What follows belongs to an exercise in optimizing a design on an open flow for small area; a production flow would make more cautious choices. The RTL was checked by simulation tests, not by an equivalence proof against the original design. Power and IR drop assume default switching activity.

[flow/config.mk]
export PLATFORM = sky130hd
export DESIGN_NAME = rv_decode_stage
export DESIGN_NICKNAME = rv_decode_stage
export VERILOG_FILES = /design/flow/design.v
export SDC_FILE = /design/flow/constraint.sdc
export NUM_CORES = 4
export LEC_CHECK = 0
export CAP_MARGIN = 20
export CORE_MARGIN = 2
export CORE_UTILIZATION = 40
export SETUP_SLACK_MARGIN = 0.2
export SLEW_MARGIN = 20
export SYNTH_HIERARCHICAL = 1
[flow/constraint.sdc]
create_clock -name core_clock -period 5.5 [get_ports {clk}]
set_input_delay 1.1000 -clock core_clock [delete_from_list [all_inputs] [get_ports {clk}]]
set_output_delay 1.1000 -clock core_clock [all_outputs]
set_load 0.01 [all_outputs]
[flow/design.v]
package dec_pkg;
    typedef logic [32-1:0]        xlen_t;
    typedef logic [5-1:0] regsel_t;
    typedef logic [2-1:0]   pend_t;
    typedef logic [32-1:0]        inst_t;
    typedef enum logic [3:0] {
        ALU_ADD, ALU_SUB, ALU_CMP_LT, ALU_CMP_LTU, ALU_XOR,
        ALU_OR, ALU_AND, ALU_SH_L, ALU_SH_RL, ALU_SH_RA
    } alu_op_e;
    typedef enum logic [2:0] {
        BROP_NEVER, BROP_ALWAYS, BROP_EQ, BROP_NE,
        BROP_LT, BROP_GE, BROP_LTU, BROP_GEU
    } br_op_e;
    typedef enum logic [1:0] {MEMOP_NONE, MEMOP_LOAD, MEMOP_STORE} mem_op_e;
    typedef enum logic [1:0] {MEMSZ_1B, MEMSZ_2B, MEMSZ_4B} mem_sz_e;
    typedef enum logic [4:0] {
        RV_LOAD   = 5'b00000,
        RV_OP_IMM = 5'b00100,
        RV_AUIPC  = 5'b00101,
        RV_STORE  = 5'b01000,
        RV_OP     = 5'b01100,
        RV_LUI    = 5'b01101,
        RV_BRANCH = 5'b11000,
        RV_JALR   = 5'b11001,
        RV_JAL    = 5'b11011
    } rv_op_e;
    typedef enum logic [0:0] {ISSUE_OPEN, ISSUE_WAIT_JMP} issue_state_e;
    typedef struct packed {
        xlen_t   arg1;
        xlen_t   arg2;
        regsel_t dst;
        br_op_e  br_op;
        alu_op_e alu_op;
        mem_op_e mem_op;
        mem_sz_e size;
        logic    is_signed;  
        xlen_t   payload;
        xlen_t   payload2;
    } issue_pkt_t;
    typedef struct packed {
        regsel_t rs1;
        regsel_t rs2;
        regsel_t rd;
        logic    uses_rs1;
        logic    uses_rs2;
        logic    uses_rd;
    } reg_use_t;
    typedef struct packed {
        logic    valid;
        regsel_t rd;
        xlen_t   val;
    } wb_t;
endpackage
`timescale 1ns/10ps
module pkt_out (
    input  logic [31:0]  inst,
    input  logic [31:0]  inst_pc,
    input  logic [31:0]  r1,
    input  logic [31:0]  r2,
    output logic [144:0] alu_pkt
);
    logic [4:0] op;
    logic [2:0] f3;
    assign op = inst[6:2];
    assign f3 = inst[14:12];
    logic c_ld, c_opimm, c_auipc, c_st, c_op, c_lui, c_br, c_jalr, c_jal;
    assign c_ld    = !op[4] & !op[3] & !op[2];
    assign c_opimm = !op[4] & !op[3] &  op[2] & !op[0];
    assign c_auipc = !op[4] & !op[3] &  op[2] &  op[0];
    assign c_st    = !op[4] &  op[3] & !op[2];
    assign c_op    = !op[4] &  op[3] &  op[2] & !op[0];
    assign c_lui   = !op[4] &  op[3] &  op[2] &  op[0];
    assign c_br    =  op[4] & !op[0];
    assign c_jalr  =  op[4] &  op[0] & !op[1];
    assign c_jal   =  op[4] &  op[1];
    logic a1r, a1p, pl_j, imm_i, imm_ij, imm_sb, imm_isbj, imm_isb, imm_uj,
          imm_u, imm_is, imm_all, uses_rd;
    assign a1r      = c_ld | c_opimm | c_st | c_op | c_jalr;
    assign a1p      = c_auipc | c_br | c_jal;
    assign pl_j     = c_jal | c_jalr;
    assign imm_i    = c_opimm | c_ld | c_jalr;
    assign imm_ij   = imm_i | c_jal;
    assign imm_sb   = c_st | c_br;
    assign imm_isb  = imm_i | imm_sb;
    assign imm_isbj = imm_isb | c_jal;
    assign imm_is   = imm_i | c_st;
    assign imm_u    = c_lui | c_auipc;
    assign imm_uj   = imm_u | c_jal;
    assign imm_all  = imm_isbj | imm_u;
    assign uses_rd  = !c_st & !c_br;
    logic [31:0] arg1, arg2, payload, payload2;
    for (genvar b = 0; b < 32; b++) begin : g_bit
        g_a22o  i_a1 (.a1(r1[b]), .a2(a1r), .b1(inst_pc[b]), .b2(a1p), .y(arg1[b]));
        g_ao222 i_pl (.a1(r2[b]), .a2(c_st), .b1(r1[b]), .b2(c_br),
                      .c1(inst_pc[b]), .c2(pl_j), .y(payload[b]));
        g_and2  i_p2 (.a(r2[b]), .b(c_br), .y(payload2[b]));
        if (b == 0) begin : g_a2
            g_ao222 i_a2 (.a1(r2[b]), .a2(c_op), .b1(inst[20]), .b2(imm_i),
                          .c1(inst[7]), .c2(c_st), .y(arg2[b]));
        end else if (b < 5) begin : g_a2
            g_ao222 i_a2 (.a1(r2[b]), .a2(c_op), .b1(inst[20+b]), .b2(imm_ij),
                          .c1(inst[7+b]), .c2(imm_sb), .y(arg2[b]));
        end else if (b < 11) begin : g_a2
            g_a22o  i_a2 (.a1(r2[b]), .a2(c_op), .b1(inst[20+b]), .b2(imm_isbj),
                          .y(arg2[b]));
        end else if (b == 11) begin : g_a2
            logic n0, n1;
            g_aoi222 i_x (.a1(r2[b]), .a2(c_op), .b1(inst[31]), .b2(imm_is),
                          .c1(inst[7]), .c2(c_br), .y(n0));
            g_nand2  i_y (.a(inst[20]), .b(c_jal), .y(n1));
            g_nand2  i_a2 (.a(n0), .b(n1), .y(arg2[b]));
        end else if (b < 20) begin : g_a2
            g_ao222 i_a2 (.a1(r2[b]), .a2(c_op), .b1(inst[31]), .b2(imm_isb),
                          .c1(inst[b]), .c2(imm_uj), .y(arg2[b]));
        end else if (b < 31) begin : g_a2
            g_ao222 i_a2 (.a1(r2[b]), .a2(c_op), .b1(inst[31]), .b2(imm_isbj),
                          .c1(inst[b]), .c2(imm_u), .y(arg2[b]));
        end else begin : g_a2
            g_a22o  i_a2 (.a1(r2[b]), .a2(c_op), .b1(inst[31]), .b2(imm_all),
                          .y(arg2[b]));
        end
    end
    logic [4:0] dst;
    logic [2:0] br_op;
    logic [3:0] alu_op;
    logic [1:0] mem_op, size;
    logic       is_signed;
    always_comb begin
        dst = uses_rd ? inst[11:7] : 5'd0;
        br_op[0] = pl_j | (c_br & f3[0]);
        br_op[1] = c_br & (!f3[2] | f3[1]);
        br_op[2] = c_br & f3[2];
        alu_op = 4'd0;
        if (c_opimm | c_op) begin
            case (f3)
                3'b000:  alu_op = (inst[30] & c_op) ? 4'd1 : 4'd0;
                3'b001:  alu_op = 4'd7;
                3'b010:  alu_op = 4'd2;
                3'b011:  alu_op = 4'd3;
                3'b100:  alu_op = 4'd4;
                3'b101:  alu_op = inst[30] ? 4'd9 : 4'd8;
                3'b110:  alu_op = 4'd5;
                default: alu_op = 4'd6;
            endcase
        end
        mem_op    = {c_st, c_ld};
        size      = (c_ld | c_st) ? {f3[1], f3[0] & !f3[1]} : 2'd0;
        is_signed = c_ld & !f3[2] & !f3[1];
    end
    assign alu_pkt = {arg1, arg2, dst, br_op, alu_op, mem_op, size, is_signed,
                      payload, payload2};
endmodule
`timescale 1ns/10ps
module g_inv   (input logic a, output logic y);                   assign y = !a;                  endmodule
module g_nand2 (input logic a, b, output logic y);                assign y = !(a & b);            endmodule
module g_nand3 (input logic a, b, c, output logic y);             assign y = !(a & b & c);        endmodule
module g_nand4 (input logic a, b, c, d, output logic y);          assign y = !(a & b & c & d);    endmodule
module g_nor2  (input logic a, b, output logic y);                assign y = !(a | b);            endmodule
module g_nor3  (input logic a, b, c, output logic y);             assign y = !(a | b | c);        endmodule
module g_and2  (input logic a, b, output logic y);                assign y = a & b;               endmodule
module g_and3  (input logic a, b, c, output logic y);             assign y = a & b & c;           endmodule
module g_and4  (input logic a, b, c, d, output logic y);          assign y = a & b & c & d;       endmodule
module g_or3   (input logic a, b, c, output logic y);             assign y = a | b | c;           endmodule
module g_xor2  (input logic a, b, output logic y);                assign y = a ^ b;               endmodule
module g_xnor2 (input logic a, b, output logic y);                assign y = !(a ^ b);            endmodule
module g_a22o  (input logic a1, a2, b1, b2, output logic y);      assign y = (a1 & a2) | (b1 & b2);    endmodule
module g_a22oi (input logic a1, a2, b1, b2, output logic y);      assign y = !((a1 & a2) | (b1 & b2)); endmodule
module g_aoi222 (input logic a1, a2, b1, b2, c1, c2, output logic y);
    assign y = !((a1 & a2) | (b1 & b2) | (c1 & c2));
endmodule
module g_ao222 (input logic a1, a2, b1, b2, c1, c2, output logic y);
    logic n0, n1, n2;
    g_nand2 i_a (.a(a1), .b(a2), .y(n0));
    g_nand2 i_b (.a(b1), .b(b2), .y(n1));
    g_nand2 i_c (.a(c1), .b(c2), .y(n2));
    g_nand3 i_y (.a(n0), .b(n1), .c(n2), .y(y));
endmodule
module rf_rd_bit (
    input  logic [30:0] sel,
    input  logic [30:0] d,
    output logic        y
);
    logic [10:0] n;
    logic [2:0]  p;
    for (genvar k = 0; k < 10; k++) begin : g_aoi
        g_aoi222 i_aoi (
            .a1(sel[3*k]),   .a2(d[3*k]),
            .b1(sel[3*k+1]), .b2(d[3*k+1]),
            .c1(sel[3*k+2]), .c2(d[3*k+2]),
            .y (n[k])
        );
    end
    g_nand2 i_last (.a(sel[30]), .b(d[30]), .y(n[10]));
    g_nand4 i_p0 (.a(n[0]), .b(n[1]), .c(n[2]),  .d(n[3]), .y(p[0]));
    g_nand4 i_p1 (.a(n[4]), .b(n[5]), .c(n[6]),  .d(n[7]), .y(p[1]));
    g_nand3 i_p2 (.a(n[8]), .b(n[9]), .c(n[10]),           .y(p[2]));
    g_or3   i_y  (.a(p[0]), .b(p[1]), .c(p[2]),            .y(y));
endmodule
module dec_sel (
    input  logic [4:0]  a,
    input  logic [31:1] en,
    output logic [31:1] y
);
    logic [4:0] an;
    logic [3:0] lo;
    logic [7:0] hi;
    logic [31:1] yn;
    for (genvar k = 0; k < 5; k++) begin : g_an
        g_inv i_inv (.a(a[k]), .y(an[k]));
    end
    logic [1:0] s0, s1, s2, s3, s4;
    assign s0 = {an[0], a[0]};
    assign s1 = {an[1], a[1]};
    assign s2 = {an[2], a[2]};
    assign s3 = {an[3], a[3]};
    assign s4 = {an[4], a[4]};
    for (genvar k = 0; k < 4; k++) begin : g_lo
        g_nor2 i_lo (.a(s0[k % 2]), .b(s1[(k / 2) % 2]), .y(lo[k]));
    end
    for (genvar k = 0; k < 8; k++) begin : g_hi
        g_nor3 i_hi (.a(s2[k % 2]), .b(s3[(k / 2) % 2]),
                     .c(s4[(k / 4) % 2]), .y(hi[k]));
    end
    for (genvar i = 1; i < 32; i++) begin : g_y
        g_nand3 i_n (.a(lo[i % 4]), .b(hi[i / 4]), .c(en[i]), .y(yn[i]));
        g_inv   i_y (.a(yn[i]), .y(y[i]));
    end
endmodule
module dec_en (
    input  logic [4:0]  a,
    input  logic        en,
    output logic [31:1] y
);
    logic [4:0] an;
    logic [3:0] lon;
    logic [7:0] hin;
    for (genvar k = 0; k < 5; k++) begin : g_an
        g_inv i_inv (.a(a[k]), .y(an[k]));
    end
    logic [1:0] s0, s1, s2, s3, s4;
    assign s0 = {a[0], an[0]};
    assign s1 = {a[1], an[1]};
    assign s2 = {a[2], an[2]};
    assign s3 = {a[3], an[3]};
    assign s4 = {a[4], an[4]};
    for (genvar k = 0; k < 4; k++) begin : g_lo
        g_nand2 i_lo (.a(s0[k % 2]), .b(s1[(k / 2) % 2]), .y(lon[k]));
    end
    for (genvar k = 0; k < 8; k++) begin : g_hi
        g_nand4 i_hi (.a(s2[k % 2]), .b(s3[(k / 2) % 2]),
                      .c(s4[(k / 4) % 2]), .d(en), .y(hin[k]));
    end
    for (genvar i = 1; i < 32; i++) begin : g_y
        g_nor2 i_y (.a(lon[i % 4]), .b(hin[i / 4]), .y(y[i]));
    end
endmodule
module pend_upd (
    input  logic [1:0] p,
    input  logic       inc,
    input  logic       dcr,
    input  logic       rst,
    output logic [1:0] n
);
    logic e, x0, c0, c, x1;
    g_xor2  i_e  (.a(inc),  .b(dcr), .y(e));
    g_xnor2 i_x0 (.a(p[0]), .b(e),   .y(x0));
    g_nor2  i_n0 (.a(rst),  .b(x0),  .y(n[0]));
    g_xnor2 i_c0 (.a(inc),  .b(p[0]), .y(c0));    
    g_and2  i_c  (.a(e),    .b(c0),  .y(c));
    g_xnor2 i_x1 (.a(p[1]), .b(c),   .y(x1));
    g_nor2  i_n1 (.a(rst),  .b(x1),  .y(n[1]));
endmodule
module vld_upd (
    input  logic v,
    input  logic wr,
    input  logic inc,
    input  logic rstn,
    output logic n
);
    assign n = rstn & (v | wr | inc);
endmodule
`timescale 1ns/10ps
module rv_decode_stage (
    input  logic         clk,
    input  logic         rst,
    input  logic [31:0]  inst,
    input  logic [31:0]  inst_pc,
    input  logic         inst_valid,
    output logic         inst_ready,
    output logic         alu_valid,
    input  logic         alu_ready,
    output logic [144:0] alu_pkt,    
    input  logic         jmp_done,
    input  logic [37:0]  wb          
);
    logic [4:0] op, rs1, rs2, rd;
    logic       len_ok;
    assign op     = inst[6:2];
    assign rs1    = inst[19:15];
    assign rs2    = inst[24:20];
    assign rd     = inst[11:7];
    assign len_ok = (inst[1:0] == 2'b11);
    logic uses_rs1, uses_rs2, uses_rd, op_valid, is_jump;
    op_class i_cls (
        .inst     (inst),
        .uses_rs1 (uses_rs1),
        .uses_rs2 (uses_rs2),
        .uses_rd  (uses_rd),
        .is_jump  (is_jump),
        .op_valid (op_valid)
    );
    logic        wb_v;
    logic [4:0]  wb_rd;
    logic [31:0] wb_val;
    assign wb_v   = wb[37];
    assign wb_rd  = wb[36:32];
    assign wb_val = wb[31:0];
    logic [31:1] wb_dec;    
    logic [31:0] regs [1:31];
    logic [31:1] vld;
    logic [31:1] inc;       
    dec_en i_wbdec (.a(wb_rd), .en(wb_v), .y(wb_dec));
    for (genvar i = 1; i < 32; i++) begin : g_reg
        always_ff @(posedge clk) begin
            if (wb_dec[i]) regs[i] <= wb_val;
        end
    end
    for (genvar i = 1; i < 32; i++) begin : g_vld
        logic nxt;
        vld_upd i_upd (.v(vld[i]), .wr(wb_dec[i]), .inc(inc[i]), .rstn(!rst), .n(nxt));
        always_ff @(posedge clk) vld[i] <= nxt;
    end
    logic [31:1] sel1, sel2, decd;
    logic [31:0] r1, r2;
    dec_sel i_dec1 (.a(rs1), .en(vld),     .y(sel1));
    dec_sel i_dec2 (.a(rs2), .en(vld),     .y(sel2));
    dec_en  i_decd (.a(rd),  .en(1'b1),    .y(decd));
    for (genvar b = 0; b < 32; b++) begin : g_rd
        logic [31:1] col;
        for (genvar i = 1; i < 32; i++) begin : g_col
            assign col[i] = regs[i][b];
        end
        rf_rd_bit i_rd1 (.sel(sel1), .d(col), .y(r1[b]));
        rf_rd_bit i_rd2 (.sel(sel2), .d(col), .y(r2[b]));
    end
    logic [1:0]  pend [1:31];
    logic [31:1] pnz, pfull;
    for (genvar i = 1; i < 32; i++) begin : g_pend
        assign pnz[i]   = |pend[i];
        assign pfull[i] = &pend[i];
    end
    logic hazard, wait_q, stall, issue, write_issue;
    assign hazard = (uses_rs1 & |(sel1 & pnz))
                  | (uses_rs2 & |(sel2 & pnz))
                  | (uses_rd  & |(decd & pfull));
    assign stall       = hazard | wait_q;
    assign inst_ready  = alu_ready & !rst & (!inst_valid | !stall);
    assign alu_valid   = inst_valid & op_valid & !stall & !rst;
    assign issue       = alu_valid & alu_ready;
    assign write_issue = issue & uses_rd;
    assign inc         = {31{write_issue}} & decd;
    for (genvar i = 1; i < 32; i++) begin : g_cnt
        logic [1:0] nxt;
        pend_upd i_upd (.p(pend[i]), .inc(inc[i]), .dcr(wb_dec[i]), .rst(rst), .n(nxt));
        always_ff @(posedge clk) pend[i] <= nxt;
    end
    always_ff @(posedge clk) begin
        if (rst)           wait_q <= 1'b0;
        else if (!wait_q)  wait_q <= issue & is_jump;
        else if (jmp_done) wait_q <= 1'b0;
    end
    pkt_out i_pkt (.inst(inst), .inst_pc(inst_pc), .r1(r1), .r2(r2), .alu_pkt(alu_pkt));
endmodule
module op_class (
    input  logic [31:0] inst,
    output logic        uses_rs1,
    output logic        uses_rs2,
    output logic        uses_rd,
    output logic        is_jump,
    output logic        op_valid
);
    logic [4:0] op;
    logic [2:0] f3;
    logic [6:0] f7;
    assign op = inst[6:2];
    assign f3 = inst[14:12];
    assign f7 = inst[31:25];
    logic is_opimm, is_op, is_lui, is_auipc, is_load, is_store;
    logic is_jal, is_jalr, is_branch;
    assign is_opimm  = (op == 5'b00100);
    assign is_op     = (op == 5'b01100);
    assign is_lui    = (op == 5'b01101);
    assign is_auipc  = (op == 5'b00101);
    assign is_load   = (op == 5'b00000);
    assign is_store  = (op == 5'b01000);
    assign is_jal    = (op == 5'b11011);
    assign is_jalr   = (op == 5'b11001);
    assign is_branch = (op == 5'b11000);
    assign uses_rs1 = is_opimm | is_op | is_load | is_store | is_jalr | is_branch;
    assign uses_rs2 = is_op | is_store | is_branch;
    assign uses_rd  = is_opimm | is_op | is_lui | is_auipc | is_load | is_jal | is_jalr;
    assign is_jump  = is_jal | is_jalr | is_branch;
    assign op_valid = (inst[1:0] == 2'b11) & (
          is_opimm | is_lui | is_auipc | is_jal
        | (is_op     & (f7[4:0] == 5'b00000) & !f7[6])
        | (is_load   & (f3 != 3'b011) & (f3[2:1] != 2'b11))
        | (is_store  & !f3[2] & (f3 != 3'b011))
        | (is_jalr   & (f3 == 3'b000))
        | (is_branch & (f3[2:1] != 2'b01)));
endmodule
[flow/flow/run.sh]
#!/bin/bash
# Standard layout with two changes: plain buf_1 cells as the port buffers
# (instead of the delay buffer buffer_ports picks by default), and a clock
# tree of larger sink clusters, without dummy loads.
set -euo pipefail
export BUFFER_PORTS_ARGS="-buffer_cell sky130_fd_sc_hd__buf_1"
export CTS_ARGS="-sink_clustering_enable -repair_clock_nets -dont_use_dummy_load -buf_list {sky130_fd_sc_hd__clkbuf_8} -sink_clustering_size 14 -sink_clustering_max_diameter 50"
bash standard.sh finish > standard_flow.log 2>&1
[flow/standard.sh]
#!/bin/bash
# synth_recipe.tcl (not shown) runs the flow's synth.tcl, then flattens the netlist and writes it again
# the make line also repeats each setting of config.mk as NAME=value (left out here)
make -C /OpenROAD-flow-scripts/flow DESIGN_CONFIG=/design/flow/config.mk WORK_HOME=/design/flow/orfs CLKGATE_MAP_FILE= SYNTH_SCRIPT=/design/flow/synth_recipe.tcl "${@:-finish}"
==> flow_summary.ini, run 1 <==
[run_status]
outcome = no timing/DRC/antenna violations

[place]
port_buffers = 253
globalplace.congestion = 1.01
hpwl_um = 132000

[route]
firstDrtPassIters = 17
via_per_inst = 7.22
wl_per_cell_um = 37.7
drt_iter0_markers = 9112
drt-total-wl_um = 198000
vias = 37900
drc = 0
ant_nets = 0

[setup_path]
cp-startpoint = inst[20]
crit_path_end_kind = output pin
critical_path_required_ns = 4.40
crit_path_end = alu_pkt[111]
r2r_end = pend[14][1]
reg2regPathDepth = 13
cp.arrival_ns = 4.17
regToRegSetupSlack_ns = 1.73
cp_max_fo = 33
worst-setup-path-type = in -> out
start_kind = input pin
reg2reg_from = vld[16]

[yosys]
synthDistinctLibCells = 49
syn_area_per_cell_um2 = 14.7
yosys_warnings = 12
synth_ff_type = edfxtp_1
ys_seq_area_share_pct = 69.2
synth_top_area_share_pct = 65.1
synth_area_um2 = 45700
yosys-top-cells-count = 992 x edfxtp_1, 641 x a222oi_1, 250 x nand2_1
synthCells = 3103
synthTopCellsByArea = edfxtp_1 65%, a222oi_1 14%, dfxtp_1 4.1%
synth_seq_cells = 1086
synth.most_common_cell = edfxtp_1
async_flop_share_pct = 0
synth_edf_count = 992
yosysTopAreaCell = edfxtp_1

[global_route]
grtUsageTotal_pct = 32.8
grt_pass1_vias = 35800
overflow = 0
grt_first_pass_wirelength_um = 270000
antenna_found_initial = 16
grt_max_degree = 63

[power]
peakVddDrop_mv = 0.204
p_per_area_nw_per_um2 = 270
cellLeakagePower_uw = 0.0174

[clock_network]
htree_levels = 3
clk_path_buf_depth = 3
cts_sinks = 1086
cts_tree = done
post_cts_buffers = 0
clk_pin_slew_ns = 0.04
cts_inserted_buffers = 115
cts_root_buf = clkbuf_8
insertion_delay_ns = 0.81

[floorplanning]
placeableCoreArea_um2 = 114000
die_area_um2 = 117000
start_util_pct = 40.2
io_pins = 254
die_x_um = 342
fp.dieH_um = 342
rows = 124

[finish]
fillers = 10100
final_core_util_pct = 46.5
drive_gt1_share_pct = 12.0
seq_area_um2 = 31700
area_delta_synth_final_pct = 15.7
nNetsFinal = 3838
multi_input_area_um2 = 14000

[timing]
finalMaxSlewViolations = 0
rsz0062_at_grt = yes
tightest_slew_ns = 1.13
setup_violations = 0
period_share_pct = 95.9
clock-skew-final_ns = 0.0366
tns_ns = 0
finalHoldViolations = 0
max-slew-margin-rel_pct = 24.5
max_clock_freq_mhz = 190
layout_min_cycle_time_ns = 5.27

[min_path]
min_path_type = reg -> reg

[run]
drv_cap = 0
-- power by group --
group / internal (uW) / switching, uW / total, uW
registers: 9090 / 54.9 / 9150
clock network: 1840 / 2680 / 4520
logic: 152 / 486 / 637
-- modules after synthesis, one instance, submodules excluded, excerpt --
| module | copies in the design | area, um^2 | cells inside |
|---|---|---|---|
| g_xnor2 | 93 | 8.76 | 1 |
| g_a22o | 39 | 8.76 | 1 |
| g_or3 | 64 | 6.26 | 1 |
| g_nor3 | 16 | 10.0 | 1 |
| g_and2 | 63 | 6.26 | 1 |
| g_nor2 | 132 | 3.75 | 1 |
-- flip-flops by register name, summed over array words and instances (netlist names) --
signal	count
wait_q	1
regs	992
pend	62
vld	31
-- critical path: stages --
cell	delay (ns)
buf_1	0.28
inv_1	0.12
nor2_1	0.62
nand3_1	0.16
clkinv_1	0.09
buf_6	0.41
a222oi_1	0.17
nand4_1	0.18
or3_1	0.26
nand2_1	0.36
nand3_1	0.21
buf_1	0.19
-- cell families after synthesis --
kind of cell | Yosys count | share of synthesized area, %
DFF | 1086 | 69.2
and+or+nand+nor | 992 | 11.0
AOI/OAI and AO/OA | 798 | 16.4
xor gates and xnor gates | 125 | 2.39
buffers and inverters | 101 | 0.903
other | 1 | 0.00820
-- how the worst min path moves through the flow --
| stage | start | slack [ns] | to | cells after the start |
|---|---|---|---|---|
| 2_1_floorplan | vld[10] | 0.47 | vld[10] | 1 |
| 3_3_place_gp | vld[9] | 0.50 | vld[9] | 1 |
| 3_5_place_dp | vld[9] | 0.50 | vld[9] | 1 |
| 4_1_cts | vld[9] | 0.51 | vld[9] | 1 |
| 5_1_grt | vld[9] | 0.54 | vld[9] | 1 |
| 6_report | vld[9] | 0.52 | vld[9] | 1 |
-- cell usage in the layout (no fill, tap or decap), types with 3 or more instances in the layout --
cell type  instances
a21oi_1            3
a222oi_1         641
a22o_1            39
and2_1           103
buf_1            243
buf_12            43
buf_4            209
buf_6              4
clkbuf_2           9
clkbuf_8         115
clkinv_1          16
conb_1             8
dfxtp_1           94
diode_2            3
edfxtp_1         992
inv_1             74
inv_2              4
nand2_1          249
nand3_1          221
nand4_1          166
nor2_1           108
nor2_4            32
nor3_1             6
nor3_2            13
nor3_4             3
nor4_1             6
o21ai_0           41
o21ai_1           27
o31a_1            32
or3_1             64
xnor2_1           94
xor2_1            31
-- what timing repair did --
action / 4_1_cts / 5_1_grt
setup endpoints to repair: 1 / 19
hold endpoints to repair: 0 / 0
gates resized for setup: 1 / 13
hold buffers: 0 / 0
-- metrics by stage --
| step | total power [uW] | hold slack [ns] | instances | setup slack [ns] | area (um^2) |
|---|---|---|---|---|---|
| 2_1_floorplan | 9530 | 0.472 | 3110 | 1.03 | 45800 |
| 3_3_place_gp | 9930 | 0.499 | 5122 | 0.206 | 51200 |
| 3_5_place_dp | 9940 | 0.504 | 5126 | 0.194 | 51300 |
| 4_1_cts | 14300 | 0.513 | 5241 | 0.272 | 52900 |
| 5_1_grt | 14700 | 0.542 | 5242 | 0.184 | 52900 |
| 6_report | 14300 | 0.517 | 5244 | 0.228 | 52900 |
-- cell type report --
cell class	instances	share of cell area (%)
multi-input cells	1923	26.4
clock buffers	115	2.99
repair buffers	510	6.52
flip-flops and latches	1086	59.8
well taps	1512	3.57
inverters	95	0.676
diodes	3	0.0142
-- routing by layer --
metal / vias up / track usage (%) / share of wire, %
li1: 15000 / - / -
met1: 18700 / 45.1 / 36
met2: 3649 / 46.6 / 41
met3: 550 / 12.1 / 18
met4: 12 / 14.0 / 4.6
met5: - / 0 / 0.039
==> run 2, diff against run 1 <==
--- a/flow/design.v
+++ b/flow/design.v
@@ -192,8 +192,8 @@
     end
     g_nand2 i_last (.a(sel[30]), .b(d[30]), .y(n[10]));
-    g_nand4 i_p0 (.a(n[0]), .b(n[1]), .c(n[2]),  .d(n[3]), .y(p[0]));
-    g_nand4 i_p1 (.a(n[4]), .b(n[5]), .c(n[6]),  .d(n[7]), .y(p[1]));
-    g_nand3 i_p2 (.a(n[8]), .b(n[9]), .c(n[10]),           .y(p[2]));
-    g_or3   i_y  (.a(p[0]), .b(p[1]), .c(p[2]),            .y(y));
+    g_and4  i_p0 (.a(n[0]), .b(n[1]), .c(n[2]),  .d(n[3]), .y(p[0]));
+    g_and4  i_p1 (.a(n[4]), .b(n[5]), .c(n[6]),  .d(n[7]), .y(p[1]));
+    g_and3  i_p2 (.a(n[8]), .b(n[9]), .c(n[10]),           .y(p[2]));
+    g_nand3 i_y  (.a(p[0]), .b(p[1]), .c(p[2]),            .y(y));
 endmodule
 module dec_sel (
==> run 2 against run 1 <==
Worst hold slack gained 0.013 ns. Clock power fell by 3%. Fmax rose by 0.63%. Critical path depth is 1 lower. Still clean on timing, DRC and antenna. Global-route usage fell by 0.69 points. Synthesized area up 0.70%. Total power is 1.0% lower. Wire length down 1.3%. Worst setup slack better by 0.033 ns. Critical endpoint is now alu_pkt[92]. First-iteration DRC count is 4.0% lower.
==> flow_summary.ini, run 2 <==
[run_status]
outcome = no timing/DRC/antenna violations

[yosys]
synth_ff_type = edfxtp_1
synth.most_common_cell = edfxtp_1
yosys-top-cells-count = 992 x edfxtp_1, 641 x a222oi_1, 250 x nand2_1
yosysTopAreaCell = edfxtp_1
synth_top_area_share_pct = 64.7
ys_seq_area_share_pct = 68.8
synthDistinctLibCells = 50
synthCells = 3103
synthTopCellsByArea = edfxtp_1 65%, a222oi_1 14%, dfxtp_1 4.1%
synth_edf_count = 992
synth_seq_cells = 1086
yosys_warnings = 12
synth_area_um2 = 46100
syn_area_per_cell_um2 = 14.8
async_flop_share_pct = 0

[setup_path]
cp_slowest_stage_delay_ns = 0.43
cp_cell_sequence = buf_1 > nor2_1 > nand3_1 > inv_1 > buf_4 > a222oi_1 > and4_1 > nand3_1 > a222oi_1 > nand2_1 > buf_1
cp.arrival_ns = 4.14
worst-setup-path-type = in -> out
cp_slowest_cell = a222oi_1
cp_max_fo = 15
start_kind = input pin
crit_path_end_kind = output pin
critical_path_required_ns = 4.40

[place]
placed_cells = 5094
dpl-instance-area_um2 = 51400
hpwl_um = 132000
globalplace.congestion = 0.991
pre_cts_ws_ns = 0.279
port_buffers = 253

[clock_network]
cts_root_buf = clkbuf_8
cts_sinks = 1086
post_cts_buffers = 0
clk_pin_slew_ns = 0.10
cts_hold_buf = 0
insertion_delay_ns = 0.81
cts_tree = done
cts_inserted_buffers = 108
htree_levels = 3
clk_path_buf_depth = 3

[finish]
most-common-layout-cells = 992 x edfxtp_1, 641 x a222oi_1, 249 x nand2_1
finalNonFillerCells = 5209
fillers = 10200
largest_register_ffs = 992
final_cell_area_um2 = 52900
nNetsFinal = 3799
top_regs = regs: 992 flops, pend: 62 flops, vld: 31 flops
drive_gt1_share_pct = 11.2
final_common_cell = edfxtp_1
largest-register = regs
final_core_util_pct = 46.4
area_delta_synth_final_pct = 14.9

[floorplanning]
die_x_um = 343
io_pins = 254
start_util_pct = 40.3
fp.dieH_um = 343
die_area_um2 = 118000
placeableCoreArea_um2 = 114000
rows = 124

[timing]
tightest_slew_ns = 1.08
finalHoldViolations = 0
clock-skew-final_ns = 0.0763
rsz0062_at_grt = no
setup_violations = 0
period_share_pct = 95.3
fin_ws_ns = 0.261
max-slew-margin-rel_pct = 27.6
tns_ns = 0
finalMaxSlewViolations = 0
max_clock_freq_mhz = 191
layout_min_cycle_time_ns = 5.24

[power]
p_seq_share_pct = 64.6
cellLeakagePower_uw = 0.0162
switchingPower_uw = 3180
power.internal_uw = 11000
comb_power_share_pct = 4.5
clockPowerShare_pct = 30.9
peakVddDrop_mv = 0.153
sw_frac_of_total_pct = 22.5
p_per_area_nw_per_um2 = 268

[global_route]
antenna_found_initial = 12
grt_max_degree = 66
grt_first_pass_wirelength_um = 266000
grtUsageTotal_pct = 32.1
grt_pass1_vias = 35000
overflow = 0

[min_path]
min_path_type = reg -> reg

[route]
firstDrtPassIters = 13
vias = 37600
via_per_inst = 7.21
drt_iter0_markers = 8746
drc = 0
drt-total-wl_um = 195000
ant_nets = 0
wl_per_cell_um = 37.5

[run]
drv_cap = 0
==> run 2: changes by cell type in the layout (fill, tap and decap cells not counted), moves of 4 or more <==
cell | before | now
and3_1 | 1 | 65
and4_1 | 0 | 128
buf_1 | 243 | 237
buf_12 | 43 | 47
buf_4 | 209 | 178
buf_6 | 4 | 0
clkbuf_2 | 9 | 15
clkbuf_8 | 115 | 108
clkinv_1 | 16 | 28
diode_2 | 3 | 7
inv_1 | 74 | 65
nand4_1 | 166 | 38
or3_1 | 64 | 1
==> run 2: worst max-delay path: cells and delay by family <==
| family | cells | cell delay (ns) |
|---|---|---|
| buffers and inverters | 4 | 0.85 |
| AO/OA/AOI/OAI | 2 | 0.77 |
| AND/OR/NAND/NOR | 5 | 1.40 |
==> run 2: power groups by stage <==
stage / sequential, uW / combinational, uW / clock (uW)
2_1_floorplan: 9320 / 217 / 0
3_5_place_dp: 9330 / 617 / 0
3_3_place_gp: 9320 / 612 / 0
4_1_cts: 9140 / 618 / 4400
5_1_grt: 9150 / 669 / 4710
6_report: 9150 / 638 / 4370
==> run 2: what timing repair did <==
| action | in CTS | in global routing |
|---|---|---|
| endpoints found under the setup margin | 0 | 9 |
| gates resized for setup | 0 | 6 |
| hold endpoints to repair | 0 | 0 |
==> run 2: path summary, 6_finish.rpt <==
check / from / end / slack (ns) / cells after the start
setup / recovery: inst[21] / alu_pkt[92] / 0.26 / 11
hold / removal: vld[12] / vld[12] / 0.53 / 1
setup reg to reg: vld[10] / pend[24][1] / 1.73 / 13
hold reg to reg: vld[12] / vld[12] / 0.53 / 1
==> run 2: per-stage QoR <==
stage / hold WS (ns) / total power [uW]
CTS: 0.522 / 14200
detailed placement: 0.499 / 9950
global placement: 0.490 / 9940
finish: 0.530 / 14200
global route: 0.552 / 14500
floorplan: 0.472 / 9530
==> run 2: logic make-up (layout without fill, tap and decap cells) <==
| kind of cell | count (synthesis) | count (layout) | share of synthesized area (%) |
|---|---|---|---|
| compound gates | 798 | 798 | 16.3 |
| simple gates | 992 | 992 | 11.6 |
| buf+inv | 101 | 681 | 0.897 |
| other cells | 1 | 15 | 0.00814 |
| xor+xnor | 125 | 125 | 2.38 |
| flops | 1086 | 1086 | 68.8 |
==> run 2: modules after synthesis (local to each module, per instance), a selection <==
module | cells inside | copies in the design | flops+latches
g_a22o | 1 | 39 | 0
g_and2 | 1 | 63 | 0
g_and3 | 1 | 64 | 0
g_and4 | 1 | 128 | 0
g_inv | 1 | 82 | 0
g_nand3 | 1 | 182 | 0
g_nand4 | 1 | 16 | 0
g_nor2 | 1 | 132 | 0
g_nor3 | 1 | 16 | 0
g_xor2 | 1 | 31 | 0
op_class | 25 | 1 | 0
rv_decode_stage | 1259 | 1 | 1086
vld_upd | 1 | 31 | 0
==> run 2: per-layer routing <==
metal	part of all wire (%)	wire length, um	vias up	track usage (%)
met5	0.028	55	-	0
met4	4.6	9040	8	14.0
met3	16	31200	508	11.0
met2	43	83300	3381	47.4
met1	37	71500	18800	43.1
li1	-	-	14900	-
==> run 2: layout make-up <==
class                      instances  area (um^2)  share of cell area [%]
sequential                      1086        31700                    59.8
tap                             1512         1890                    3.57
clock buffer                     108         1490                    2.81
inverter                          95          357                   0.674
antenna                            7         17.5                  0.0331
timing repair buffer             478         3250                    6.13
multi-input combinational       1923        14300                    26.9
==> run 3, diff against run 2 <==
--- a/flow/config.mk
+++ b/flow/config.mk
@@ -8,5 +8,6 @@
 export CAP_MARGIN = 20
 export CORE_MARGIN = 2
-export CORE_UTILIZATION = 40
+export CORE_UTILIZATION = 50
+export PLACE_DENSITY = 0.7
 export SETUP_SLACK_MARGIN = 0.2
 export SLEW_MARGIN = 20
==> run 3 against run 2 <==
Highest routed layer unchanged. Critical endpoint is now alu_pkt[100]. Sequential share of layout area rose by 0.71 points. Die area shrank 20%. Still clean. Total power is 0.60% lower. Combinational power is 2% higher.
==> flow_summary.ini, run 3 <==
[finish]
finalNonFillerCells = 4858
fillers = 7297
largest_register_ffs = 992
top_regs = regs: 992 flops, pend: 62 flops, vld: 31 flops
drive_gt1_share_pct = 10.5
largest-register = regs
most-common-layout-cells = 992 x edfxtp_1, 641 x a222oi_1, 250 x nand2_1
nNetsFinal = 3771
final_common_cell = edfxtp_1
area_delta_synth_final_pct = 13.6
final_core_util_pct = 57.1

[yosys]
synth_edf_count = 992
yosysTopAreaCell = edfxtp_1
yosys_warnings = 12
synth_area_um2 = 46100
synthDistinctLibCells = 50
synth_top_area_share_pct = 64.7
yosys-top-cells-count = 992 x edfxtp_1, 641 x a222oi_1, 250 x nand2_1
ys_seq_area_share_pct = 68.8
async_flop_share_pct = 0
synth.most_common_cell = edfxtp_1
synthTopCellsByArea = edfxtp_1 65%, a222oi_1 14%, dfxtp_1 4.1%
synthCells = 3103
synth_ff_type = edfxtp_1
synth_seq_cells = 1086
syn_area_per_cell_um2 = 14.8

[timing]
period_share_pct = 97.2
clock-skew-final_ns = 0.102
layout_min_cycle_time_ns = 5.35
max-slew-margin-rel_pct = 22.2
finalHoldViolations = 0
max_clock_freq_mhz = 187
tns_ns = 0
setup_violations = 0
finalMaxSlewViolations = 0
tightest_slew_ns = 1.16
rsz0062_at_grt = yes

[route]
drt-total-wl_um = 187000
drc = 0
drt_iter0_markers = 9469
ant_nets = 0
wl_per_cell_um = 38.5
vias = 37900
firstDrtPassIters = 15
via_per_inst = 7.80

[clock_network]
cts_inserted_buffers = 106
insertion_delay_ns = 0.75
cts_root_buf = clkbuf_8
htree_levels = 3
clk_pin_slew_ns = 0.07
clk_path_buf_depth = 3
cts_sinks = 1086
cts_tree = done

[floorplanning]
fp.dieH_um = 307
placeableCoreArea_um2 = 91500
rows = 111
start_util_pct = 50.3
die_area_um2 = 94600
io_pins = 254
die_x_um = 307

[place]
globalplace.congestion = 1.05
placed_cells = 4741
port_buffers = 253
hpwl_um = 122000

[setup_path]
path_buf_inv = 5
cp_slowest_stage_delay_ns = 0.42
worst-setup-path-type = in -> out
cp_slowest_cell = buf_1
crit_path_end_kind = output pin
cp.arrival_ns = 4.25
start_kind = input pin
critical_path_required_ns = 4.40
crit_family = simple AND/OR/NAND/NOR gates
cp_cell_sequence = buf_1 > inv_1 > nor3_4 > nand3_1 > inv_1 > buf_4 > a222oi_1 > and4_1 > nand3_1 > nand2_1 > nand3_1 > buf_1
cp_max_fo = 11
cp_common_cell = nand3_1

[power]
p_per_area_nw_per_um2 = 269
peakVddDrop_mv = 0.179
cellLeakagePower_uw = 0.0161
total_power_uw = 14100

[global_route]
overflow = 0
grtUsageTotal_pct = 38.4
grt_first_pass_wirelength_um = 256000
grt_max_degree = 68
antenna_found_initial = 24
grt_pass1_vias = 35300

[min_path]
min_path_type = reg -> reg

[run_status]
outcome = no timing/DRC/antenna violations

[run]
drv_cap = 0
-- run 3: changes by cell type in the layout (fill, tap and decap cells not counted), sizes merged --
cell	previous run	this run
buf	463	438
clkbuf	123	120
diode	7	10
clkinv	28	27
inv	67	68
-- run 3: worst paths after layout --
path | startpoint | end | slack (ns) | cells after the start
worst max-delay path | inst[24] | alu_pkt[100] | 0.15 | 12
worst min-delay path | vld[3] | vld[3] | 0.53 | 1
worst max register to register | vld[5] | pend[27][1] | 1.60 | 13
worst min register to register | vld[3] | vld[3] | 0.53 | 1
-- run 3: worst reg2reg max path: stages (launching register included) --
cell      delay, ns
dfxtp_1        0.34
nand3_1        0.09
clkinv_1       0.68
o21ai_0        0.34
nand4_1        0.13
nor4_1         0.38
a21boi_1       0.24
nor4_4         0.30
buf_4          0.38
and2_1         0.28
xor2_1         0.24
and2_1         0.18
xnor2_1        0.11
nor2_1         0.06
-- run 3: layout make-up --
cell class | count | area, um^2 | share of cell area (%)
antenna | 10 | 25.0 | 0.0478
multi-input combinational | 1923 | 14300 | 27.3
sequential | 1086 | 31700 | 60.6
inverter | 95 | 357 | 0.682
timing repair buffer | 452 | 3040 | 5.81
tap | 1186 | 1480 | 2.84
clock buffer | 106 | 1460 | 2.79
-- run 3: kinds of logic (layout without fill, tap and decap cells) --
logic type,count (synthesis),count (layout),synth area share (%)
AOI/OAI and AO/OA,798,798,16.3
DFF,1086,1086,68.8
and+or+nand+nor,992,992,11.6
other,1,18,0.00814
buffers and inverters,101,653,0.897
xor gates and xnor gates,125,125,2.38
-- run 3: what timing repair did --
action	4_1_cts	5_1_grt
hold buffers	0	0
setup endpoints to repair	0	8
setup buffers	0	0
resized for setup	0	3
-- run 3: Yosys stat by module, one instance, submodules excluded, a selection --
module | cells inside | copies in the design | flops+latches | cell area [um^2]
g_a22o | 1 | 39 | 0 | 8.76
op_class | 25 | 1 | 0 | 144
g_nand4 | 1 | 16 | 0 | 6.26
pkt_out | 59 | 1 | 0 | 330
g_nor3 | 1 | 16 | 0 | 10.0
g_and2 | 1 | 63 | 0 | 6.26
g_nand2 | 1 | 242 | 0 | 3.75
g_xnor2 | 1 | 93 | 0 | 8.76
g_inv | 1 | 82 | 0 | 3.75
-- run 3: layer usage --
metal / wire, um / track usage [%]
met4: 14500 / 26.0
met3: 33000 / 13.1
met5: 502 / 2.48
met1: 60300 / 48.7
met2: 78500 / 55.5
-- run 3: metrics by stage --
stage,hold WS [ns],instance area (um^2),setup slack (ns)
3_5_place_dp,0.499,50800,0.382
3_3_place_gp,0.502,50700,0.410
5_1_grt,0.547,52300,0.201
2_1_floorplan,0.472,46100,1.03
4_1_cts,0.525,52200,0.363
6_report,0.525,52300,0.152
-- run 3: power breakdown --
group,leakage [uW],switching [uW],internal [uW],total (uW)
Clock,0.000762,2570,1700,4280
Sequential,0.00970,55.1,9090,9150
Combinational,0.00561,500,149,649
==> run 4, diff against run 3 <==
==> flow/flow/run.sh (replaced) <==
#!/bin/bash
# Standard layout with two changes: plain buf_1 cells as the port buffers
# (instead of the delay buffer buffer_ports picks by default), and a clock
# tree of larger sink clusters, without dummy loads.
set -euo pipefail
export BUFFER_PORTS_ARGS="-buffer_cell sky130_fd_sc_hd__buf_1"
export CTS_ARGS="-sink_clustering_enable -repair_clock_nets -dont_use_dummy_load -buf_list {sky130_fd_sc_hd__clkbuf_8} -sink_clustering_size 16 -sink_clustering_max_diameter 50"
bash standard.sh finish > standard_flow.log 2>&1
--- a/flow/config.mk
+++ b/flow/config.mk
@@ -10,5 +10,5 @@
 export CORE_UTILIZATION = 50
 export PLACE_DENSITY = 0.7
-export SETUP_SLACK_MARGIN = 0.2
+export SETUP_SLACK_MARGIN = 0.1
 export SLEW_MARGIN = 20
 export SYNTH_HIERARCHICAL = 1
==> run 4 against run 3 <==
Cell count hardly changed. Global-route usage hardly changed. Synthesized cell count stayed put. Sequential share of layout area hardly changed. Largest cell class unchanged.
==> flow_summary.ini, run 4 <==
[yosys]
synth_edf_count = 992
synthCells = 3103
synth.most_common_cell = edfxtp_1
synth_top_area_share_pct = 64.7
synth_ff_type = edfxtp_1
syn_area_per_cell_um2 = 14.8
synth_area_um2 = 46100
yosys-top-cells-count = 992 x edfxtp_1, 641 x a222oi_1, 250 x nand2_1
async_flop_share_pct = 0
synthTopCellsByArea = edfxtp_1 65%, a222oi_1 14%, dfxtp_1 4.1%
yosys_warnings = 12
yosysTopAreaCell = edfxtp_1
synth_seq_cells = 1086
ys_seq_area_share_pct = 68.8
synthDistinctLibCells = 50

[finish]
finalNonFillerCells = 4855
largest-register = regs
nNetsFinal = 3770
area_delta_synth_final_pct = 13.5
final_common_cell = edfxtp_1
top_regs = regs: 992 flops, pend: 62 flops, vld: 31 flops
seq_area_um2 = 31700
multi_input_area_um2 = 14300
fillers = 7307
most-common-layout-cells = 992 x edfxtp_1, 641 x a222oi_1, 250 x nand2_1
largest_register_ffs = 992
drive_gt1_share_pct = 10.4

[route]
via_per_inst = 7.79
drt-total-wl_um = 186000
drt_iter0_markers = 9619
drc = 0
ant_nets = 0
vias = 37800
firstDrtPassIters = 12
wl_per_cell_um = 38.4

[floorplanning]
rows = 111
die_x_um = 307
die_area_um2 = 94600
io_pins = 254
placeableCoreArea_um2 = 91500
fp.dieH_um = 307
start_util_pct = 50.3

[timing]
fin_ws_ns = 0.133
clock-skew-final_ns = 0.111
setup_violations = 0
finalHoldViolations = 0
tightest_slew_ns = 1.18
rsz0062_at_grt = no
max-slew-margin-rel_pct = 21.2
layout_min_cycle_time_ns = 5.37
tns_ns = 0
max_clock_freq_mhz = 186
finalMaxSlewViolations = 0
period_share_pct = 97.6

[global_route]
gr-usage-met2_pct = 55.4
use_met1_pct = 48.9
grtUsageTotal_pct = 38.4
grt_pass1_vias = 35400
busiest_layer = met2
antenna_found_initial = 20
overflow = 0
grt_first_pass_wirelength_um = 256000
grt_max_degree = 68
grtUsageMet3_pct = 12.8

[setup_path]
cp_max_fo = 11
cp.arrival_ns = 4.27
crit_path_end_kind = output pin
critical_path_required_ns = 4.40
start_kind = input pin
worst-setup-path-type = in -> out

[clock_network]
cts_inserted_buffers = 105
htree_levels = 3
post_cts_buffers = 0
clk_path_buf_depth = 3
clk_pin_slew_ns = 0.07
insertion_delay_ns = 0.77
cts_root_buf = clkbuf_8
cts_sinks = 1086
cts_tree = done

[place]
hpwl_um = 122000
port_buffers = 253
placed_cells = 4741
globalplace.congestion = 1.05
pre_cts_ws_ns = 0.382

[power]
peakVddDrop_mv = 0.165
cellLeakagePower_uw = 0.0161
p_per_area_nw_per_um2 = 269

[run]
drv_cap = 0

[run_status]
outcome = no timing/DRC/antenna violations

[min_path]
min_path_type = reg -> reg
==> run 4: cell counts after synthesis <==
Identical to the previous run, type by type.
==> run 4: repair_timing <==
item,CTS,global route
gates resized for setup,0,1
hold buffers,0,0
endpoints found under the setup margin,0,1
==> run 4: final cells by class <==
type	instances	area share, %
clock buffers	105	2.76
well taps	1186	2.84
multi-input cells	1923	27.3
flip-flops and latches	1086	60.6
diodes	8	0.0383
inverters	95	0.682
repair buffers	452	5.81
==> run 4: layer usage <==
metal	vias up	routed length [um]
li1	14900	-
met1	18200	60200
met2	3892	78200
met3	809	32400
met4	23	15100
met5	-	467
==> run 4: report_power, final <==
group	internal, uW	switching (uW)
Combinational	149	499
Sequential	9090	54.9
Clock	1690	2570
==> run 4: cell families after synthesis <==
logic type / count (synthesis) / synth area share [%]
flip-flops: 1086 / 68.8
AND/OR/NAND/NOR: 992 / 11.6
AO/OA/AOI/OAI: 798 / 16.3
XOR/XNOR: 125 / 2.38
buffers and inverters: 101 / 0.897
other: 1 / 0.00814
==> run 4: per-stage QoR <==
stage               area [um^2]  hold WS [ns]  power, uW  util, %
global route              52300         0.547      14400     57.1
CTS                       52200         0.525      14000     57.0
finish                    52300         0.527      14100     57.1
detailed placement        50800         0.499       9950     55.5
floorplan                 46100         0.472       9530        -
global placement          50700         0.502       9930     55.4
==> run 4: worst paths after layout <==
path             from            to  slack, ns  cells past startpoint
max reg2reg    vld[5]   pend[27][1]       1.58                     13
min            vld[3]        vld[3]       0.53                      1
min reg2reg    vld[3]        vld[3]       0.53                      1
max          inst[20]  alu_pkt[100]       0.13                     12
==> run 4: critical path, cell delays in order <==
cell and delay [ns]:
buf_1 0.25, inv_1 0.10, nor2_1 0.68, nand3_1 0.18, inv_1 0.21, buf_4 0.33, a222oi_1 0.11, and4_1 0.22
nand3_1 0.24, nand2_1 0.25, nand3_1 0.38, buf_1 0.21
==> run 4: modules after synthesis, one instance, submodules excluded, excerpt <==
module	flip-flops and latches	cells
rv_decode_stage	1086	1259
pkt_out	0	59
g_aoi222	0	1
g_xnor2	0	1
g_and4	0	1
g_a22o	0	1
vld_upd	0	1
g_xor2	0	1
g_and3	0	1
g_nand4	0	1
g_nand3	0	1
g_nand2	0	1
g_nor2	0	1
g_inv	0	1
==> run 5, diff against run 4 <==
--- a/flow/config.mk
+++ b/flow/config.mk
@@ -8,6 +8,5 @@
 export CAP_MARGIN = 20
 export CORE_MARGIN = 2
-export CORE_UTILIZATION = 50
-export PLACE_DENSITY = 0.7
+export CORE_UTILIZATION = 40
 export SETUP_SLACK_MARGIN = 0.1
 export SLEW_MARGIN = 20
==> run 5 against run 4 <==
Via count fell by 0.66%. Critical path type unchanged. Non-clock buffer count rose by 26. Critical endpoint is now alu_pkt[104]. First-iteration DRC count fell by 8.5%. Utilization fell by 11 points.
==> flow_summary.ini, run 5 <==
[floorplanning]
die_area_um2 = 118000
io_pins = 254
rows = 124
placeableCoreArea_um2 = 114000
die_x_um = 343
fp.dieH_um = 343
start_util_pct = 40.3

[place]
port_buffers = 253
placed_cells = 5094
hpwl_um = 132000
globalplace.congestion = 0.991
pre_cts_ws_ns = 0.279

[setup_path]
start_kind = input pin
cp_slowest_stage_delay_ns = 0.62
crit_path_end_kind = output pin
path_buf_inv = 5
cp.arrival_ns = 4.22
crit_family = simple AND/OR/NAND/NOR gates
cp_max_fo = 20
critical_path_required_ns = 4.40
worst-setup-path-type = in -> out
regToRegSetupSlack_ns = 1.75
r2r_end = pend[24][1]
reg2reg_from = vld[10]
cp_slowest_cell = nor2_1
cp_cell_sequence = buf_1 > inv_1 > nor2_1 > nand3_1 > clkinv_1 > buf_4 > a222oi_1 > and4_1 > nand3_1 > nand2_1 > nand3_1 > buf_1
reg2regPathDepth = 13
cp-startpoint = inst[21]
cp_common_cell = nand3_1

[route]
drt-total-wl_um = 195000
ant_nets = 0
drc = 0
via_per_inst = 7.22
vias = 37500
wl_per_cell_um = 37.6
firstDrtPassIters = 12
drt_iter0_markers = 8798

[yosys]
yosys_warnings = 12
synthCells = 3103
yosys.area_share.simple_pct = 11.6
async_flop_share_pct = 0
ys_seq_area_share_pct = 68.8
yosysTopAreaCell = edfxtp_1
synthDistinctLibCells = 50
synthMuxAreaShare_pct = 0
synth_xor_area_share_pct = 2.38
syn_area_per_cell_um2 = 14.8
synth_top_family_by_area = compound AO/OA/AOI/OAI gates
synth_compound_area_share_pct = 16.3
synthTopCellsByArea = edfxtp_1 65%, a222oi_1 14%, dfxtp_1 4.1%
yosys-top-cells-count = 992 x edfxtp_1, 641 x a222oi_1, 250 x nand2_1
synth_edf_count = 992
synth_top_area_share_pct = 64.7
synth.most_common_cell = edfxtp_1
synth_seq_cells = 1086
yosys.area_share.adder_pct = 0
synth_area_um2 = 46100
synth_ff_type = edfxtp_1

[finish]
top_regs = regs: 992 flops, pend: 62 flops, vld: 31 flops
area_delta_synth_final_pct = 14.8
drive_gt1_share_pct = 11.0
finalNonFillerCells = 5202
final_common_cell = edfxtp_1
most-common-layout-cells = 992 x edfxtp_1, 641 x a222oi_1, 250 x nand2_1
largest_register_ffs = 992
nNetsFinal = 3796
largest-register = regs

[global_route]
grt_pass1_vias = 35000
overflow = 0
grt_first_pass_wirelength_um = 267000
antenna_found_initial = 10
grt_max_degree = 66
grtUsageTotal_pct = 32.2

[timing]
max-slew-margin-rel_pct = 26.7
rsz0062_at_grt = no
setup_violations = 0
clock-skew-final_ns = 0.0626
finalMaxSlewViolations = 0
max_clock_freq_mhz = 188
tightest_slew_ns = 1.10
period_share_pct = 96.8
fin_ws_ns = 0.178
tns_ns = 0
finalHoldViolations = 0
layout_min_cycle_time_ns = 5.32

[run_status]
outcome = no timing/DRC/antenna violations

[clock_network]
clk_path_buf_depth = 3
cts_sinks = 1086
insertion_delay_ns = 0.80
cts_inserted_buffers = 105
htree_levels = 3
clk_pin_slew_ns = 0.09
cts_tree = done
cts_root_buf = clkbuf_8

[power]
peakVddDrop_mv = 0.185
cellLeakagePower_uw = 0.0162
p_per_area_nw_per_um2 = 267
total_power_uw = 14100

[run]
drv_cap = 0

[min_path]
min_path_type = reg -> reg
min_delay_path_depth = 1
holdPathEnd = vld[12]
worstHoldStart = vld[12]
run 5: Yosys stat by module, one instance, submodules excluded, excerpt:
module,flip-flops and latches,area (um^2)
g_and4,0,8.76
g_nand4,0,6.26
g_a22o,0,8.76
rv_decode_stage,1086,32700
g_inv,0,3.75
g_nor2,0,3.75
g_nand2,0,3.75
g_nor3,0,10.0
g_aoi222,0,10.0
g_xor2,0,8.76
run 5: cell type report:
class | instances | area (um^2)
fillers | 10200 | 61300
well taps | 1512 | 1890
inverters | 95 | 357
multi-input cells | 1923 | 14300
repair buffers | 478 | 3240
diodes | 3 | 7.51
clock buffers | 105 | 1450
flip-flops and latches | 1086 | 31700
run 5: repair_timing:
action                     CTS  global route
setup endpoints to repair    0             4
hold buffers                 0             0
hold endpoints to repair     0             0
resized for setup            0             2
buffers inserted             0             0
run 5: per-stage QoR:
stage / utilization, % / instance area [um^2] / hold WS [ns]
finish: 46.3 / 52900 / 0.533
global route: 46.3 / 52900 / 0.552
CTS: 46.3 / 52800 / 0.522
detailed placement: 45.0 / 51400 / 0.499
global placement: 45.0 / 51400 / 0.490
floorplan: - / 46100 / 0.472
run 5: power breakdown:
part	internal, uW	total, uW	switching, uW
sequential	9090	9150	53.5
clock	1690	4320	2630
combinational	149	637	489
run 5: worst max-delay path by stage:
| stage | endpoint | slack [ns] | cells past startpoint |
|---|---|---|---|
| floorplan | alu_pkt[113] | 1.03 | 4 |
| global placement | alu_pkt[81] | 0.25 | 13 |
| detailed placement | alu_pkt[81] | 0.28 | 13 |
| CTS | alu_pkt[81] | 0.27 | 13 |
| global route | alu_pkt[105] | 0.10 | 11 |
| finish | alu_pkt[104] | 0.18 | 12 |
run 5: kinds of logic after synthesis:
group / after synthesis
AO/OA/AOI/OAI: 798
XOR/XNOR: 125
buffers and inverters: 101
flip-flops: 1086
other: 1
AND/OR/NAND/NOR: 992
run 5: metal layers:
layer  wire, um  GRT usage, %
met3      32400          10.9
met5         66             0
met4       9740          14.2
met1      70400          43.2
met2      82900          47.4

static timing again, ports no longer ideal:
Ports are ideal in the flow. The routed layouts listed here were re-timed in OpenROAD. Step 1, drivers: a clkbuf_16 drives clk and a buf_2 each remaining input, both assumed. Step 2, shift: input delay + t, output delay - t, t = (earliest + latest rising clock arrival at the registers) / 2. This alone moves slack from input paths to output paths. Slacks: ideal ports / drivers / drivers and shift; pairs: ideal ports / drivers.
run	shift t [ns]	slack for setup (ns)	hold WS [ns]	worst slew at a driven data input, ns
run 1	0.842	0.228 / 0.193 / 0.193	0.517 / 0.517 / 0.517	0.09
run 2	0.848	0.261 / 0.234 / 0.234	0.530 / 0.530 / 0.530	0.09
run 3	0.781	0.152 / 0.124 / 0.124	0.525 / 0.525 / 0.525	0.25
run 4	0.788	0.133 / 0.108 / 0.108	0.527 / 0.527 / 0.527	0.23
run 5	0.857	0.178 / 0.152 / 0.152	0.533 / 0.533 / 0.533	0.09
After both steps setup and hold are still met in every run listed. For run 1, which loses most, drivers alone change the setup slack by -0.035 ns; drivers and shift together by -0.035 ns.
